Context: an optimization exercise on an open-source flow, tuned for small area, a short achievable clock period and few clock cycles. The choices shown serve that exercise and are no tape-out recipe.
Only simulation tests tie the RTL to the original design; equivalence was not proved.

## tundra
==> flow/design.v <==
package sbda_pkg;
	localparam int VALUE_WIDTH_DEF = 32;
	localparam int BITS_PER_STAGE = 4;
	localparam int ND = 10;
	localparam int BW = 4 * (ND - 1) + 2;
	function automatic logic [BW-1:0] dabble1(input logic [BW-1:0] b, input logic bit_in);
		logic [BW-1:0] r;
		logic          c;
		c = bit_in;
		for (int d = 0; d < ND - 1; d++) begin
			logic d3, d2, d1, d0;
			{d3, d2, d1, d0} = b[d*4 +: 4];
			r[d*4]     = c;
			r[d*4 + 1] = (!d3 && !d2 && d0) || (d2 && d1 && !d0) || (d3 && !d0);
			r[d*4 + 2] = (d3 && !d0) || (!d2 && d1) || (d1 && d0);
			r[d*4 + 3] = (d3 && d0) || (d2 && !d1 && !d0);
			c = d3 || (d2 && (d1 || d0));
		end
		r[BW-2] = c;
		r[BW-1] = b[BW-2];
		dabble1 = r;
	endfunction
endpackage
module sbda_conv #(
	parameter int VALUE_WIDTH = sbda_pkg::VALUE_WIDTH_DEF
) (
	input  logic                          clk,
	input  logic                          arst_n,
	input  logic                          up_valid,
	output logic                          up_ready,
	input  logic [VALUE_WIDTH-1:0]        value,
	output logic                          dn_valid,
	input  logic                          dn_ready,
	output logic                          dn_neg,
	output logic [sbda_pkg::BW-1:0]       dn_bcd
);
	localparam int W  = VALUE_WIDTH;
	localparam int NN = W / 4;
	localparam int CW = $clog2(NN);
	localparam int BW = sbda_pkg::BW;
	logic          neg;
	logic [NN-1:0] nib_z, nib_f, low_z, nz;
	logic [CW-1:0] k0m1;
	logic          k0_z;
	logic [NN-1:0] above, top_oh, sel;
	logic [3:0]    f_nib;
	logic          f_bo;
	logic          f_busy;    
	logic          f_wait;    
	logic [CW-1:0] f_cnt;
	assign neg = value[W-1];
	always_comb begin
		for (int j = 0; j < NN; j++) begin
			nib_z[j] = (value[j*4 +: 4] == 4'h0);
			nib_f[j] = (value[j*4 +: 4] == 4'hF);
		end
		low_z[0] = 1'b1;
		for (int j = 1; j < NN; j++) low_z[j] = low_z[j-1] & nib_z[j-1];
		for (int j = 0; j < NN; j++)
			nz[j] = neg ? (!nib_f[j] || (!nib_z[j] && (j == 0 || nib_z[j == 0 ? 0 : j-1]))) : !nib_z[j];
		above[NN-1] = 1'b0;
		for (int j = NN - 2; j >= 0; j--) above[j] = above[j+1] | nz[j+1];
		for (int j = 0; j < NN; j++) begin
			top_oh[j] = (nz[j] || j == 0) && !above[j];
			sel[j]    = f_busy ? (f_cnt == CW'(j)) : top_oh[j];
		end
		k0_z  = !above[0];
		k0m1  = '0;
		f_nib = '0;
		f_bo  = 1'b0;
		for (int j = 0; j < NN; j++) begin
			if (top_oh[j]) k0m1 = k0m1 | CW'(j - 1);
			if (sel[j]) begin
				f_nib = f_nib | value[j*4 +: 4];
				f_bo  = f_bo | !low_z[j];
			end
		end
	end
	logic          c_v, c_first, c_last, c_neg, c_bo;
	logic [3:0]    c_nib;
	logic [BW-1:0] bcd;
	logic          d_done, d_neg;
	logic          d_accept, handoff, c_free, c_free_sure;
	logic          fetch_first, fetch_next;
	assign handoff     = d_done && dn_ready;
	assign d_accept    = c_v && (!d_done || dn_ready);
	assign c_free      = !c_v || d_accept;
	assign c_free_sure = !(c_v && c_first && d_done);
	assign fetch_first = up_valid && !f_busy && !f_wait && c_free;
	assign fetch_next  = f_busy && ((f_cnt == '0) ? c_free_sure : c_free);
	logic          rdy_q, rdy_nx;
	logic          f_wait_nx, f_busy_nx, c_v_nx, c_first_nx, d_done_nx;
	logic [CW-1:0] f_cnt_nx;
	always_comb begin
		f_wait_nx  = fetch_first && k0_z;
		f_busy_nx  = fetch_first ? !k0_z : (f_busy && !(fetch_next && f_cnt == '0));
		f_cnt_nx   = fetch_first ? k0m1 : (fetch_next ? f_cnt - 1'b1 : f_cnt);
		c_v_nx     = (fetch_first || fetch_next) || (c_v && !d_accept);
		c_first_nx = (fetch_first || fetch_next) ? fetch_first : c_first;
		d_done_nx  = d_accept ? c_last : (d_done && !handoff);
		rdy_nx     = f_wait_nx || (f_busy_nx && (f_cnt_nx == '0) && !(c_v_nx && c_first_nx && d_done_nx));
	end
	assign up_ready = rdy_q;
	always_ff @(posedge clk or negedge arst_n) begin
		if (!arst_n) begin
			f_busy <= 1'b0;
			f_wait <= 1'b0;
			rdy_q  <= 1'b0;
			c_v    <= 1'b0;
			d_done <= 1'b0;
		end else begin
			rdy_q <= rdy_nx;
			if (f_wait) f_wait <= 1'b0;
			if (fetch_first) begin
				if (k0_z) f_wait <= 1'b1;
				else f_busy <= 1'b1;
			end else if (fetch_next && f_cnt == '0) begin
				f_busy <= 1'b0;
			end
			if (fetch_first || fetch_next) c_v <= 1'b1;
			else if (d_accept) c_v <= 1'b0;
			if (d_accept) d_done <= c_last;
			else if (handoff) d_done <= 1'b0;
		end
	end
	always_ff @(posedge clk) begin
		if (fetch_first) f_cnt <= k0m1;
		else if (fetch_next) f_cnt <= f_cnt - 1'b1;
		if (fetch_first || fetch_next) begin
			c_nib   <= f_nib;
			c_bo    <= f_bo;
			c_neg   <= neg;
			c_first <= fetch_first;
			c_last  <= f_busy ? (f_cnt == '0) : k0_z;
		end
	end
	logic [3:0]    mbits;
	logic [BW-1:0] b_nx, b_dd, b_fv;
	always_comb begin
		logic orb;
		orb = c_bo;
		for (int t = 0; t < 4; t++) begin
			mbits[t] = c_nib[t] ^ (c_neg & orb);
			orb = orb | c_nib[t];
		end
		b_dd = bcd;
		for (int t = 3; t >= 0; t--) b_dd = sbda_pkg::dabble1(b_dd, mbits[t]);
		b_fv = '0;
		b_fv[7:0] = (mbits >= 4'd10) ? {4'd1, mbits - 4'd10} : {4'd0, mbits};
		b_nx = c_first ? b_fv : b_dd;
	end
	always_ff @(posedge clk) begin
		if (d_accept) begin
			bcd <= b_nx;
			if (c_first) d_neg <= c_neg;
		end
	end
	assign dn_valid = d_done;
	assign dn_neg   = d_neg;
	assign dn_bcd   = bcd;
endmodule
module sbda_ser (
	input  logic                    clk,
	input  logic                    arst_n,
	input  logic                    up_valid,
	output logic                    up_ready,
	input  logic                    up_neg,
	input  logic [sbda_pkg::BW-1:0] up_bcd,
	output logic                    char_valid,
	input  logic                    char_ready,
	output logic [7:0]              character,
	output logic                    last
);
	localparam int ND = sbda_pkg::ND;
	localparam int BW = sbda_pkg::BW;
	logic          s_busy, s_neg, s_atl, s_at2;
	logic [3:0]    s_idx;
	logic [BW-1:0] s_bcd;
	logic          t_v;
	logic [3:0]    t_lo;
	logic          o_v, o_b4, o_last;
	logic [3:0]    o_lo;
	logic          emit, emit_s, fin, early, load;
	logic [3:0]    lead, dig;
	logic [4*ND-1:0] bcd_ext;
	assign emit     = (s_busy || t_v) && (!o_v || char_ready);
	assign emit_s   = emit && !t_v;
	assign fin      = emit_s && s_atl;
	assign early    = emit_s && s_at2;
	assign up_ready = !s_busy || fin || early;
	assign load     = up_valid && up_ready;
	always_comb begin
		lead = 4'd0;
		for (int d = 0; d < ND - 1; d++) if (up_bcd[d*4 +: 4] != 4'd0) lead = 4'(d);
		if (up_bcd[BW-1:BW-2] != 2'd0) lead = 4'(ND - 1);
		bcd_ext = {2'b00, s_bcd};
		dig = bcd_ext[s_idx*4 +: 4];
	end
	always_ff @(posedge clk or negedge arst_n) begin
		if (!arst_n) begin
			s_busy <= 1'b0;
			t_v    <= 1'b0;
			o_v    <= 1'b0;
		end else begin
			if (load) s_busy <= 1'b1;
			else if (fin) s_busy <= 1'b0;
			if (load && early) t_v <= 1'b1;
			else if (emit) t_v <= 1'b0;
			if (emit) o_v <= 1'b1;
			else if (char_ready) o_v <= 1'b0;
		end
	end
	always_ff @(posedge clk) begin
		if (emit) begin
			o_b4   <= t_v || !s_neg;
			o_lo   <= t_v ? t_lo : (s_neg ? 4'hD : dig);
			o_last <= t_v || s_atl;
		end
		if (load && early) t_lo <= s_bcd[3:0];
		if (load) begin
			s_neg <= up_neg;
			s_idx <= lead;
			s_bcd <= up_bcd;
			s_atl <= !up_neg && (lead == 4'd0);
			s_at2 <= up_neg ? (lead == 4'd0) : (lead == 4'd1);
		end else if (emit_s) begin
			if (s_neg) begin
				s_neg <= 1'b0;
				s_atl <= (s_idx == 4'd0);
				s_at2 <= (s_idx == 4'd1);
			end else begin
				s_idx <= s_idx - 1'b1;
				s_atl <= (s_idx == 4'd1);
				s_at2 <= (s_idx == 4'd2);
			end
		end
	end
	assign char_valid = o_v;
	assign character  = {3'b001, o_b4, o_lo};
	assign last       = o_last;
endmodule
module signed_binary_to_decimal_ascii_top #(
	parameter int VALUE_WIDTH = sbda_pkg::VALUE_WIDTH_DEF
) (
	input  logic                          clk,
	input  logic                          arst_n,
	input  logic                          value_valid,
	output logic                          value_ready,
	input  logic signed [VALUE_WIDTH-1:0] value,
	output logic                          char_valid,
	input  logic                          char_ready,
	output logic [7:0]                    character,
	output logic                          last
);
	logic                    cv_valid;
	logic                    cv_ready;
	logic                    cv_neg;
	logic [sbda_pkg::BW-1:0] cv_bcd;
	sbda_conv #(
		.VALUE_WIDTH(VALUE_WIDTH)
	) u_conv (
		.clk      (clk),
		.arst_n   (arst_n),
		.up_valid (value_valid),
		.up_ready (value_ready),
		.value    (value),
		.dn_valid (cv_valid),
		.dn_ready (cv_ready),
		.dn_neg   (cv_neg),
		.dn_bcd   (cv_bcd)
	);
	sbda_ser u_ser (
		.clk        (clk),
		.arst_n     (arst_n),
		.up_valid   (cv_valid),
		.up_ready   (cv_ready),
		.up_neg     (cv_neg),
		.up_bcd     (cv_bcd),
		.char_valid (char_valid),
		.char_ready (char_ready),
		.character  (character),
		.last       (last)
	);
endmodule
==> flow/config.mk <==
export PLATFORM = sky130hd
export DESIGN_NAME = signed_binary_to_decimal_ascii_top
export DESIGN_NICKNAME = signed_binary_to_decimal_ascii_top
export VERILOG_FILES = /design/flow/design.v
export SDC_FILE = /design/flow/constraint.sdc
export NUM_CORES = 4
export LEC_CHECK = 0
export ABC_AREA = 1
export CAP_MARGIN = 20
export CORE_MARGIN = 2
export CORE_UTILIZATION = 40
export SETUP_SLACK_MARGIN = 1.8
export SLEW_MARGIN = 20
==> flow/constraint.sdc <==
create_clock -name core_clock -period 4.0 [get_ports {clk}]
set_input_delay 0.8000 -clock core_clock [delete_from_list [all_inputs] [get_ports {clk}]]
set_output_delay 0.8000 -clock core_clock [all_outputs]
set_load 0.01 [all_outputs]
standard.sh (not shown) runs the stock make flow with config.mk's settings and CLKGATE_MAP_FILE= SYNTH_SCRIPT=/design/flow/synth_recipe.tcl, a recipe that flattens the netlist after the stock synthesis.
==> flow/flow/run.sh <==
#!/bin/bash
# Standard layout, with the port buffers made from buf_4 cells instead of the default pick.
bash standard.sh BUFFER_PORTS_ARGS="-buffer_cell sky130_fd_sc_hd__buf_4" finish > standard.log 2>&1
Testbench counts of tundra, summed over its fixed seeds: cycles 21,185.
[inputs] harbor vs tundra
-- flow/design.v --
<<< tundra, line 174
	localparam int ND = sbda_pkg::ND;
	localparam int BW = sbda_pkg::BW;
	logic          s_busy, s_neg, s_atl, s_at2;
	logic [3:0]    s_idx;
	logic [BW-1:0] s_bcd;
	logic          t_v;
	logic [3:0]    t_lo;
	logic          o_v, o_b4, o_last;
	logic [3:0]    o_lo;
	logic          emit, emit_s, fin, early, load;
	logic [3:0]    lead, dig;
	logic [4*ND-1:0] bcd_ext;
	assign emit     = (s_busy || t_v) && (!o_v || char_ready);
	assign emit_s   = emit && !t_v;
	assign fin      = emit_s && s_atl;
	assign early    = emit_s && s_at2;
	assign up_ready = !s_busy || fin || early;
	assign load     = up_valid && up_ready;
	always_comb begin
>>> harbor, line 174
	localparam int ND = sbda_pkg::ND;
	localparam int BW = sbda_pkg::BW;
	logic          s_busy, s_neg, s_atl;
	logic [3:0]    s_idx;
	logic [BW-1:0] s_bcd;
	logic          o_v, o_dash, o_last;
	logic [3:0]    o_lo;
	logic          emit, fin, load;
	logic [3:0]    lead, dig;
	logic [4*ND-1:0] bcd_ext;
	assign emit     = s_busy && (!o_v || char_ready);
	assign fin      = emit && s_atl;
	assign up_ready = !s_busy || fin;
	assign load     = up_valid && up_ready;
	always_comb begin
<<< tundra, line 200
		if (!arst_n) begin
			s_busy <= 1'b0;
			t_v    <= 1'b0;
			o_v    <= 1'b0;
		end else begin
			if (load) s_busy <= 1'b1;
			else if (fin) s_busy <= 1'b0;
			if (load && early) t_v <= 1'b1;
			else if (emit) t_v <= 1'b0;
			if (emit) o_v <= 1'b1;
			else if (char_ready) o_v <= 1'b0;
>>> harbor, line 196
		if (!arst_n) begin
			s_busy <= 1'b0;
			o_v    <= 1'b0;
		end else begin
			if (load) s_busy <= 1'b1;
			else if (fin) s_busy <= 1'b0;
			if (emit) o_v <= 1'b1;
			else if (char_ready) o_v <= 1'b0;
<<< tundra, line 213
	always_ff @(posedge clk) begin
		if (emit) begin
			o_b4   <= t_v || !s_neg;
			o_lo   <= t_v ? t_lo : (s_neg ? 4'hD : dig);
			o_last <= t_v || s_atl;
		end
		if (load && early) t_lo <= s_bcd[3:0];
		if (load) begin
			s_neg <= up_neg;
>>> harbor, line 206
	always_ff @(posedge clk) begin
		if (emit) begin
			o_dash <= s_neg;
			o_lo   <= s_neg ? 4'hD : dig;
			o_last <= s_atl;
		end
		if (load) begin
			s_neg <= up_neg;
<<< tundra, line 223
			s_bcd <= up_bcd;
			s_atl <= !up_neg && (lead == 4'd0);
			s_at2 <= up_neg ? (lead == 4'd0) : (lead == 4'd1);
		end else if (emit_s) begin
			if (s_neg) begin
				s_neg <= 1'b0;
				s_atl <= (s_idx == 4'd0);
				s_at2 <= (s_idx == 4'd1);
			end else begin
				s_idx <= s_idx - 1'b1;
				s_atl <= (s_idx == 4'd1);
				s_at2 <= (s_idx == 4'd2);
			end
		end
	end
	assign char_valid = o_v;
	assign character  = {3'b001, o_b4, o_lo};
	assign last       = o_last;
endmodule
>>> harbor, line 215
			s_bcd <= up_bcd;
			s_atl <= !up_neg && (lead == 4'd0);
		end else if (emit) begin
			if (s_neg) begin
				s_neg <= 1'b0;
				s_atl <= (s_idx == 4'd0);
			end else begin
				s_idx <= s_idx - 1'b1;
				s_atl <= (s_idx == 4'd1);
			end
		end
	end
	assign char_valid = o_v;
	assign character  = {3'b001, !o_dash, o_lo};
	assign last       = o_last;
endmodule
Notes after the runs:
- [compare] base=tundra new=harbor: placer congestion estimate moved down; worst hold slack moved up.
- Relative to tundra, routed wire length decreased by 510 µm in harbor.
- Summary — number of instances in the synthesized netlist, harbor relative to tundra: lower, by about 1.1%.
- Of the two values seen for start point of the critical path, u_conv.bcd[8]$_SDFFCE_PP0P_ was produced by harbor and u_conv.bcd[4]$_DFFE_PP_ by tundra.
- Final layout net count shrinks slightly when moving from tundra to harbor.
- Diff tundra -> harbor: final critical path time including I/O delays and setup went up by 0.049 ns; critical path's largest stage delay barely changed; first-pass GRT wire length now sits lower.
Testbench counts of harbor, summed over its fixed seeds: cycles 22,057.

## static timing again, ports no longer ideal
Ports are ideal in the flow. The routed layouts listed here were re-timed in OpenROAD.
Step 1 (the two cells are an assumption about what drives the block):
set clk [get_ports {clk}]
set_driving_cell -lib_cell sky130_fd_sc_hd__clkbuf_16 $clk
set_driving_cell -lib_cell sky130_fd_sc_hd__buf_2 [delete_from_list [all_inputs] $clk]
Step 2 moves the port delays by t, midway between the first and last clock arrival at a register: inputs arrive t later, outputs are due t later. That takes back most of the time a late clock gives input paths.
Three values: no drivers, after step 1, after step 2; two values: the first two.
run	t (ns)	setup WS [ns]	worst setup path after step 2	slew at the worst register clock pin (ns)	worst slew at a driven data input, ns
tundra	0.453	1.921 / 1.921 / 1.501	input to register	0.06 / 0.06	0.05
harbor	0.388	1.872 / 1.872 / 1.501	input to register	0.07 / 0.07	0.04
After both steps every run listed still meets setup and hold. The setup slack of tundra, which loses most, moves by 0.000 ns with the drivers and by -0.420 ns with both steps.
